Background: an optimization exercise with open tools, aiming at small area, a short achievable clock period and few clock cycles per item. Do not read the settings as production practice.
Where RTL was checked, it was by simulation tests only, not by an equivalence proof against the original.
No activity file was given, so power comes from the tool's default toggle rates.

==> flow/design.v (excerpt) <==
module mmacc_main (
  input  wire logic        clk,
  input  wire logic        s_rst_n,
  input  wire logic        ld_en_i,
  input  wire logic [4:0]  ld_add_i,
  input  wire logic [15:0] ld_data_i,
  input  wire logic        cmd_avail_i,
  input  wire logic [1:0]  cmd_slot_i,
  input  wire logic [2:0]  cmd_rot_i,
  input  wire logic        res_avail_i,
  input  wire logic [15:0] res_i,
  output logic             cmd_enquiry_o,
  output logic             feed_vld_o,
  output logic [15:0]      feed_data_o,
  output logic             feed_sop_o,
  output logic             feed_eop_o,
  output logic             sxt_vld_o,
  output logic [15:0]      sxt_data_o,
  output logic             sxt_last_o,
  output logic [1:0]       sxt_slot_o,
  output logic             done_o,
  output logic [1:0]       done_slot_o,
  output logic [3:0]       error_o
);
make LEC_CHECK=0 CAP_MARGIN=20 CORE_MARGIN=2 CORE_UTILIZATION=40 CTS_CLUSTER_DIAMETER=80 CTS_CLUSTER_SIZE=30 SETUP_SLACK_MARGIN=2.5 SLEW_MARGIN=20 finish   # period 5.0 ns
run.sh (not shown) runs the stock make flow with config.mk's settings and CLKGATE_MAP_FILE= SYNTH_SCRIPT=/design/flow/synth_recipe.tcl, a recipe that flattens the netlist after the stock synthesis.
Testbench counts at the start, summed over its fixed seeds: cycles 2,958, items 256.
==> next run, changes <==
CORE_UTILIZATION = 60   (was 40)
CTS_CLUSTER_DIAMETER = unset   (was 80)
CTS_CLUSTER_SIZE = unset   (was 30)
Clock-buffer cell count climbs by 51.
Utilization climbs by 25 points.
Global-route usage climbs by 12 points.
Via count climbs by a few percent.
Register-to-register slack degrades by 0.05 ns.
Die area drops by a quarter to a third.
First-iteration DRC count climbs by a quarter to a third.
Routed wire length drops by a few percent.
Final area climbs slightly.
==> next run, changes <==
CORE_UTILIZATION = 40   (was 60)
CTS_CLUSTER_DIAMETER = 100   (was unset)
CTS_CLUSTER_SIZE = 30   (was unset)
Non-clock buffer count falls by 9.
Die area rises by 49%.
Global-route usage falls by 12 points.
Clock-buffer cell count falls by 47.
Core utilization falls by 26 points.
Combinational power falls by about 2%.
Synthesized area does not change.
Cell count rises by 7.2%.
==> next run, changes <==
CTS_CLUSTER_DIAMETER = unset   (was 100)
CTS_CLUSTER_SIZE = unset   (was 30)
SETUP_SLACK_MARGIN = 2.3   (was 2.5)
Outcome: Sequential share of layout area fell by 1.7 points; synthesized area is unchanged; sequential cell count is unchanged; clock-buffer cell count rose by 58.

---

Starting RTL as in the previous note.
Settings: LEC_CHECK=0, CAP_MARGIN=20, CORE_MARGIN=2, CORE_UTILIZATION=40, CTS_CLUSTER_DIAMETER=100, CTS_CLUSTER_SIZE=28, SETUP_SLACK_MARGIN=2.5, SLEW_MARGIN=20; clock period 5.0 ns.
Testbench counts at the start, summed over its fixed seeds: cycles 2,958, items 256.
==> next run, changes <==
--- a/flow/config.mk
+++ b/flow/config.mk
@@ -10,5 +10,3 @@
 export CORE_UTILIZATION = 40
-export CTS_CLUSTER_DIAMETER = 100
-export CTS_CLUSTER_SIZE = 28
-export SETUP_SLACK_MARGIN = 2.5
+export SETUP_SLACK_MARGIN = 2.8
 export SLEW_MARGIN = 20
Worst hold slack got worse by 0.018 ns.
Flip-flop and latch count stays the same.
Wire length is higher by 5.4%.
==> next run, changes <==
--- a/flow/config.mk
+++ b/flow/config.mk
@@ -10,3 +10,6 @@
 export CORE_UTILIZATION = 40
-export SETUP_SLACK_MARGIN = 2.8
+export CTS_CLUSTER_DIAMETER = 100
+export CTS_CLUSTER_SIZE = 28
+export SETUP_SLACK_MARGIN = 2.5
 export SLEW_MARGIN = 20
+export TNS_END_PERCENT = 50
Result:
- The changed run finished with timing, DRC and antenna clean
- power shrinks by 16%
- critical path depth falls by 3
- routed wire length decreases by 5.2%
- count of clock-buffer cells in the layout drops by 49
- global-route usage drops by 1.8 points
- die area stays the same
- synthesized cell count does not change
- non-clock buffer count drops by 56
- utilization came out lower by 4.0 points
==> next run, changes <==
--- a/flow/config.mk
+++ b/flow/config.mk
@@ -12,4 +12,4 @@
 export CTS_CLUSTER_SIZE = 28
+export PLACE_DENSITY = 0.7
 export SETUP_SLACK_MARGIN = 2.5
 export SLEW_MARGIN = 20
-export TNS_END_PERCENT = 50
Outcome:
- The changed run finished with timing, DRC and antenna clean
- fmax is lower by 0.82%
- non-clock buffer count shrinks by 4
- power shrinks by 0.61%
- sequential power stays flat
- sequential cell count does not change

---

mmacc_main, a different RTL version from the one above (not shown whole).
Size in the first run: ~2,200 cells after synthesis, about 730 flip-flops, roughly 94 I/O pins, about 0.031 mm^2 of cells after synthesis.
Settings: LEC_CHECK=0, CAP_MARGIN=20, CORE_MARGIN=2, CORE_UTILIZATION=40, CTS_CLUSTER_DIAMETER=60, CTS_CLUSTER_SIZE=30, SETUP_SLACK_MARGIN=2.5, SLEW_MARGIN=20; clock period 5.0 ns.
==> next run, changes <==
--- a/flow/config.mk
+++ b/flow/config.mk
@@ -9,6 +9,6 @@
 export CORE_MARGIN = 2
 export CORE_UTILIZATION = 40
-export CTS_CLUSTER_DIAMETER = 60
-export CTS_CLUSTER_SIZE = 30
+export CTS_CLUSTER_DIAMETER = 80
+export CTS_CLUSTER_SIZE = 24
 export SETUP_SLACK_MARGIN = 2.5
 export SLEW_MARGIN = 20
Result: Non-clock buffer count climbs by 42; worst setup slack got worse by 0.076 ns; die area stays the same; wire length increases slightly; critical path depth stays the same; clock-buffer cell count increases by 3.
No run of this note included a check of the RTL's function; only the layout flow was run.

---

RTL: one of the versions met above, not the one the previous note started from.
Size in the first run: about 0.030 sq mm of cells after synthesis.
Settings: LEC_CHECK=0, CAP_MARGIN=20, CORE_MARGIN=2, CORE_UTILIZATION=40, CTS_CLUSTER_DIAMETER=100, CTS_CLUSTER_SIZE=28, SETUP_SLACK_MARGIN=2.5, SLEW_MARGIN=20, TNS_END_PERCENT=20; clock period 5.0 ns.
Testbench counts at the start, summed over its fixed seeds: cycles 2,958, items 256.
Change:
CAP_MARGIN = 10   (was 20)
SLEW_MARGIN = 10   (was 20)
TNS_END_PERCENT = default   (was 20)
Via count went up by 0.68%.
Hold slack gains 0.015 ns.
Cell area came out higher by 1.0%.
Power barely changes.
Sequential power hardly moves.
Setup slack gains 0.18 ns.
Wire length fell by 0.31%.
Die area is unchanged.
Change:
CAP_MARGIN = 20   (was 10)
CTS_CLUSTER_DIAMETER = 80   (was 100)
CTS_CLUSTER_SIZE = 24   (was 28)
SLEW_MARGIN = 20   (was 10)
Outcome: Die area does not change. Wire length went up slightly. Sequential share of layout area went down by 0.73 points. Via count went up slightly. Worst hold slack stays flat. Non-clock buffer count went up by 3. Clock-buffer cell count went up by 9. First-iteration DRC count went up by a few percent.
Change:
CTS_CLUSTER_DIAMETER = default   (was 80)
CTS_CLUSTER_SIZE = default   (was 24)
Critical path depth stays the same.
Setup slack is better by 0.034 ns.
Core utilization rises by 1.5 points.
Synthesized cell count does not change.
Maximum frequency went up by 1.3%.
Hold slack is worse by 0.012 ns.
Count of clock-buffer cells in the layout climbs by 36.
Area after synthesis is unchanged.
Via count went up by 1.6%.
Change:
CTS_CLUSTER_DIAMETER = 100   (was default)
CTS_CLUSTER_SIZE = 28   (was default)
SETUP_SLACK_MARGIN = 2.6   (was 2.5)
Result: Routed wire length decreases by 0.74%; flip-flop and latch count does not change; count of clock-buffer cells in the layout decreases by 46; design area came out lower by 1.5%; first-iteration DRC count rose by 4.8%; global-route usage is lower by 0.30 points; core utilization drops by 0.72 points; worst hold slack gets better by 0.011 ns; via count fell by 1.1%.
Change:
CTS_CLUSTER_DIAMETER = 60   (was 100)
CTS_CLUSTER_SIZE = 30   (was 28)
SETUP_SLACK_MARGIN = 2.5   (was 2.6)
Result:
- non-clock buffer count shrinks by 19
- combinational power shrinks slightly
- maximum frequency goes up slightly
- critical path depth is higher by 2
- final area decreases slightly
- clock power rises by well over a third
- area after synthesis does not change
- worst setup slack gains 0.012 ns
- register-to-register slack hardly moves
- wire length hardly moves

---

== lane 5 ==
mmacc_main, a different RTL version from the one above (not shown whole).
For scale: roughly 2300 cells after synthesis, roughly 94 I/O pins.
make LEC_CHECK=0 CAP_MARGIN=20 CORE_MARGIN=2 CORE_UTILIZATION=40 CTS_CLUSTER_DIAMETER=100 CTS_CLUSTER_SIZE=28 SETUP_SLACK_MARGIN=2.7 SLEW_MARGIN=20 finish   # period 5.0 ns
Here is what was changed in the inputs of lane 3 compared with lane 5.
diff --git a/flow/config.mk b/flow/config.mk
--- a/flow/config.mk
+++ b/flow/config.mk
@@ -13 +13 @@
-export SETUP_SLACK_MARGIN = 2.7
+export SETUP_SLACK_MARGIN = 2.5
### Flow results
The flow did not stop early for lane 3: all stages ran, and the layout cleared the timing, DRC and antenna checks. Compare lane 5 and lane 3 | number of gates resized after cts lower: lane 3. Lane 3 ended up with a lower share of power burned in combinational logic than lane 5 did. Against lane 5, final area in lane 3 fell by a few percent. Against lane 5, lane 3 comes in 610 µm higher on global-route wire length before repair. Of lane 5 and lane 3, the run reporting the lower area added between synthesis and finish was lane 3. In lane 3 relative to lane 5, non-clock buffer count had gone down by more than 10%. First element of the critical path: in_pos[0]$_SDFFE_PN0P_ -> lane 3, res_i[8] -> lane 5.
No functional check of the RTL was part of any run of this note.

---

Another version of the RTL of mmacc_main (not shown whole).
For scale: roughly 2,300 cells after synthesis, ~94 I/O pins, roughly 0.031 mm2 of cells after synthesis.
Settings: LEC_CHECK=0, CAP_MARGIN=20, CORE_MARGIN=2, CORE_UTILIZATION=40, CTS_CLUSTER_DIAMETER=80, CTS_CLUSTER_SIZE=24, SETUP_SLACK_MARGIN=2.8, SLEW_MARGIN=20; clock period 5.0 ns.
The baseline went through all stages and came out clean.
Rerun with:
CTS_CLUSTER_DIAMETER = 100   (was 80)
CTS_CLUSTER_SIZE = 28   (was 24)
SETUP_SLACK_MARGIN = 2.5   (was 2.8)
Result:
- The changed run went through all stages and came out clean
- die area is unchanged
- total power shrinks by 4.5%
- routed wire length shrinks by about 2%
- synthesized area does not change
- register-to-register slack improved by 30 ps
Rerun with:
CTS_CLUSTER_DIAMETER = 80   (was 100)
CTS_CLUSTER_SIZE = 24   (was 28)
After rerunning:
- via count rose slightly
- routed wire length barely changes
- combinational power stays flat
- setup slack improved by 3.4 ps
- non-clock buffer count rose by 18
- total power rose by a few percent
- design area rose slightly
- maximum frequency hardly moves
- first-iteration DRC count fell by a little under a tenth
- synthesized area does not change
- clock-buffer cell count rose by 5
No run of this note included a check of the RTL's function; only the layout flow was run.

---

## job 3774
Another version of the RTL of mmacc_main (not shown whole).
For scale: ~690 flip-flops, ~94 I/O pins.
==> flow/config.mk <==
export PLATFORM = sky130hd
export DESIGN_NAME = mmacc_main
export DESIGN_NICKNAME = mmacc_main
export VERILOG_FILES = /design/flow/design.v
export SDC_FILE = /design/flow/constraint.sdc
export NUM_CORES = 4
export LEC_CHECK = 0
export CAP_MARGIN = 20
export CORE_MARGIN = 2
export CORE_UTILIZATION = 40
export SETUP_SLACK_MARGIN = 2.0
export SLEW_MARGIN = 20
==> flow/constraint.sdc <==
create_clock -name core_clock -period 5.0 [get_ports {clk}]
set_input_delay 1.0000 -clock core_clock [delete_from_list [all_inputs] [get_ports {clk}]]
set_output_delay 1.0000 -clock core_clock [all_outputs]
set_load 0.01 [all_outputs]
Job 3774 finished all stages; the layout is clean.
Testbench counts of job 3774, summed over its fixed seeds: cycles 2,958, items 256.
Relative to job 3774, the following input files were edited for job 1852:
# job 3774
export LEC_CHECK = 0
export CAP_MARGIN = 20
export CORE_MARGIN = 2
export CORE_UTILIZATION = 40
export SETUP_SLACK_MARGIN = 2.0
export SLEW_MARGIN = 20
create_clock -name core_clock -period 5.0 [get_ports {clk}]
# job 1852
export LEC_CHECK = 0
export CAP_MARGIN = 20
export CORE_MARGIN = 2
export CORE_UTILIZATION = 40
export SLEW_MARGIN = 20
create_clock -name core_clock -period 5.0 [get_ports {clk}]
==> notes.md <==
Lower final instance area goes to job 1852 over job 3774. Portion of total power attributed to sequential cells: higher on job 1852. Biggest fanout along the worst timing path sits higher in job 1852 than in job 3774. Final critical-path required period (job 1852 over job 3774): increase, 0.64 ns. Of the two values seen for top contributor to total power, sequential cells was produced by job 1852 and combinational cells by job 3774. Measured against each other, job 3774 and job 1852 differ in count of clock-buffer cells in the layout, the higher figure coming from job 3774. In the tables for job 3774 and job 1852, sequential share of layout area reads lower with job 3774. Job 1852 against job 3774: count of non-CTS buffers in the layout now smaller; total area of multi-input combinational cells now smaller. Delta (job 1852 minus job 3774): register-to-register slack shows a reduction of 0.64 ns, total design power shows a reduction of 2.4 mW. Logic depth of the worst register-to-register path was lower in job 1852 than in job 3774.
Changes in job 4672 relative to job 1852:
# job 1852
export LEC_CHECK = 0
export CAP_MARGIN = 20
export CORE_MARGIN = 2
export CORE_UTILIZATION = 40
export SLEW_MARGIN = 20
create_clock -name core_clock -period 5.0 [get_ports {clk}]
# job 4672
export LEC_CHECK = 0
export CAP_MARGIN = 20
export CORE_MARGIN = 2
export CORE_UTILIZATION = 40
export SETUP_SLACK_MARGIN = 2.8
export SLEW_MARGIN = 20
create_clock -name core_clock -period 5.0 [get_ports {clk}]
Notes after the runs:
Of job 1852 and job 4672, the higher worst voltage drop across the vdd grid belongs to job 4672. Sort job 1852 and job 4672 by area of all placed cells without fillers asc -> top: job 1852. Cmp job 4672 vs job 1852: total global-route track usage higher in job 4672. | cell area after placement | lower: job 1852 |. Measured against job 4672, the non-clock buffer count of job 1852 comes out at 0.36 times the reference value. Job 4672 ended up with a higher proportion of final cell area spent on non-clock buffers than job 1852 did.

---

Setup of main:
Another version of the RTL of mmacc_main (not shown whole).
For scale: about 750 flip-flops, about 94 I/O pins, about 0.031 mm^2 of cells after synthesis.
==> flow/config.mk <==
export PLATFORM = sky130hd
export DESIGN_NAME = mmacc_main
export DESIGN_NICKNAME = mmacc_main
export VERILOG_FILES = /design/flow/design.v
export SDC_FILE = /design/flow/constraint.sdc
export NUM_CORES = 4
export LEC_CHECK = 0
export CAP_MARGIN = 20
export CORE_MARGIN = 2
export CORE_UTILIZATION = 40
export CTS_CLUSTER_DIAMETER = 80
export CTS_CLUSTER_SIZE = 24
export SETUP_SLACK_MARGIN = 2.5
export SLEW_MARGIN = 20
==> flow/constraint.sdc <==
create_clock -name core_clock -period 5.0 [get_ports {clk}]
set_input_delay 1.0000 -clock core_clock [delete_from_list [all_inputs] [get_ports {clk}]]
set_output_delay 1.0000 -clock core_clock [all_outputs]
set_load 0.01 [all_outputs]
main completed; timing, DRC and antenna clean
#### Input delta (the feature branch over main)
# main
export LEC_CHECK = 0
export CAP_MARGIN = 20
export CORE_MARGIN = 2
export CORE_UTILIZATION = 40
export CTS_CLUSTER_DIAMETER = 80
export CTS_CLUSTER_SIZE = 24
export SETUP_SLACK_MARGIN = 2.5
export SLEW_MARGIN = 20
create_clock -name core_clock -period 5.0 [get_ports {clk}]
# the feature branch
export LEC_CHECK = 0
export CAP_MARGIN = 20
export CORE_MARGIN = 2
export CORE_UTILIZATION = 40
export CTS_CLUSTER_DIAMETER = 100
export CTS_CLUSTER_SIZE = 28
export SETUP_SLACK_MARGIN = 2.5
export SLEW_MARGIN = 20
create_clock -name core_clock -period 5.0 [get_ports {clk}]
==> comparison <==
main went all the way through the flow, and no timing, DRC or antenna check failed. The feature branch: PASS, flow complete, no timing, DRC or antenna violations. Clock power delta (the feature branch − main): favourable. When the final numbers for the feature branch and main were put side by side, the sequential share of cell area turned out to be greater in the feature branch. | shortest clock period the worst path allows after layout | the feature branch vs main | better |. main and the feature branch ended up with roughly the same wire length. Design area improves in the feature branch relative to main.
Function was not checked in any run of this note: the RTL went through the layout flow alone.

[re-timing with driven ports]
In the flow no input, the clock included, has a driving cell. The finished layouts below were timed again as built, in two steps.
Step 1 (the two cells are an assumption about what drives the block):
set clk [get_ports {clk}]
set_driving_cell -lib_cell sky130_fd_sc_hd__clkbuf_16 $clk
set_driving_cell -lib_cell sky130_fd_sc_hd__buf_2 [delete_from_list [all_inputs] $clk]
Step 2, shift: input delay + t, output delay - t, t = (earliest + latest rising clock arrival at the registers) / 2. This alone moves slack from input paths to output paths.
Three values: ideal ports, drivers, drivers and shift; two values: the first two.
run | shift t [ns] | setup WS [ns] | worst hold slack (ns)
the first run of note 1 | 0.665 | 2.357 / 2.389 / 1.725 | 0.444 / 0.444 / 0.444
the second run of note 1 | 0.674 | 2.414 / 2.414 / 1.786 | 0.429 / 0.429 / 0.429
the third run of note 1 | 0.704 | 2.490 / 2.445 / 1.818 | 0.445 / 0.445 / 0.445
the fourth run of note 1 | 0.683 | 2.321 / 2.296 / 1.718 | 0.424 / 0.424 / 0.424
the first run of note 2 | 0.688 | 2.484 / 2.460 / 1.839 | 0.444 / 0.444 / 0.444
the second run of note 2 | 0.676 | 2.421 / 2.421 / 1.879 | 0.426 / 0.426 / 0.426
the third run of note 2 | 0.694 | 2.418 / 2.370 / 1.776 | 0.444 / 0.444 / 0.444
the fourth run of note 2 | 0.714 | 2.397 / 2.397 / 1.781 | 0.450 / 0.450 / 0.450
the first run of note 3 | 0.704 | 2.302 / 2.302 / 1.666 | 0.461 / 0.461 / 0.461
the second run of note 3 | 0.663 | 2.226 / 2.226 / 1.618 | 0.465 / 0.465 / 0.465
the first run of note 4 | 0.702 | 2.304 / 2.241 / 1.646 | 0.429 / 0.429 / 0.429
the second run of note 4 | 0.688 | 2.484 / 2.460 / 1.839 | 0.444 / 0.444 / 0.444
the third run of note 4 | 0.656 | 2.451 / 2.468 / 1.833 | 0.442 / 0.442 / 0.442
the fourth run of note 4 | 0.667 | 2.485 / 2.470 / 1.849 | 0.430 / 0.430 / 0.430
the fifth run of note 4 | 0.694 | 2.449 / 2.449 / 1.803 | 0.441 / 0.441 / 0.441
the sixth run of note 4 | 0.675 | 2.461 / 2.461 / 1.819 | 0.439 / 0.439 / 0.439
lane 5 | 0.659 | 2.430 / 2.460 / 1.801 | 0.406 / 0.406 / 0.406
lane 3 | 0.674 | 2.388 / 2.388 / 1.811 | 0.401 / 0.401 / 0.401
the first run of note 6 | 0.672 | 2.455 / 2.455 / 1.841 | 0.393 / 0.393 / 0.393
the second run of note 6 | 0.651 | 2.433 / 2.437 / 1.786 | 0.396 / 0.396 / 0.396
the third run of note 6 | 0.667 | 2.437 / 2.465 / 1.806 | 0.401 / 0.401 / 0.401
job 3774 | 0.683 | 1.805 / 1.805 / 1.309 | 0.470 / 0.470 / 0.470
job 1852 | 0.675 | 1.163 / 1.163 / 0.881 | 0.478 / 0.478 / 0.478
job 4672 | 0.696 | 1.775 / 1.775 / 1.339 | 0.461 / 0.461 / 0.461
main | 0.674 | 2.153 / 2.153 / 1.813 | 0.362 / 0.362 / 0.362
the feature branch | 0.654 | 2.164 / 2.164 / 1.839 | 0.364 / 0.364 / 0.364
After both steps every run listed still meets setup and hold. The setup slack of the third run of note 1, which loses most, moves by -0.045 ns with the drivers and by -0.672 ns with both steps.
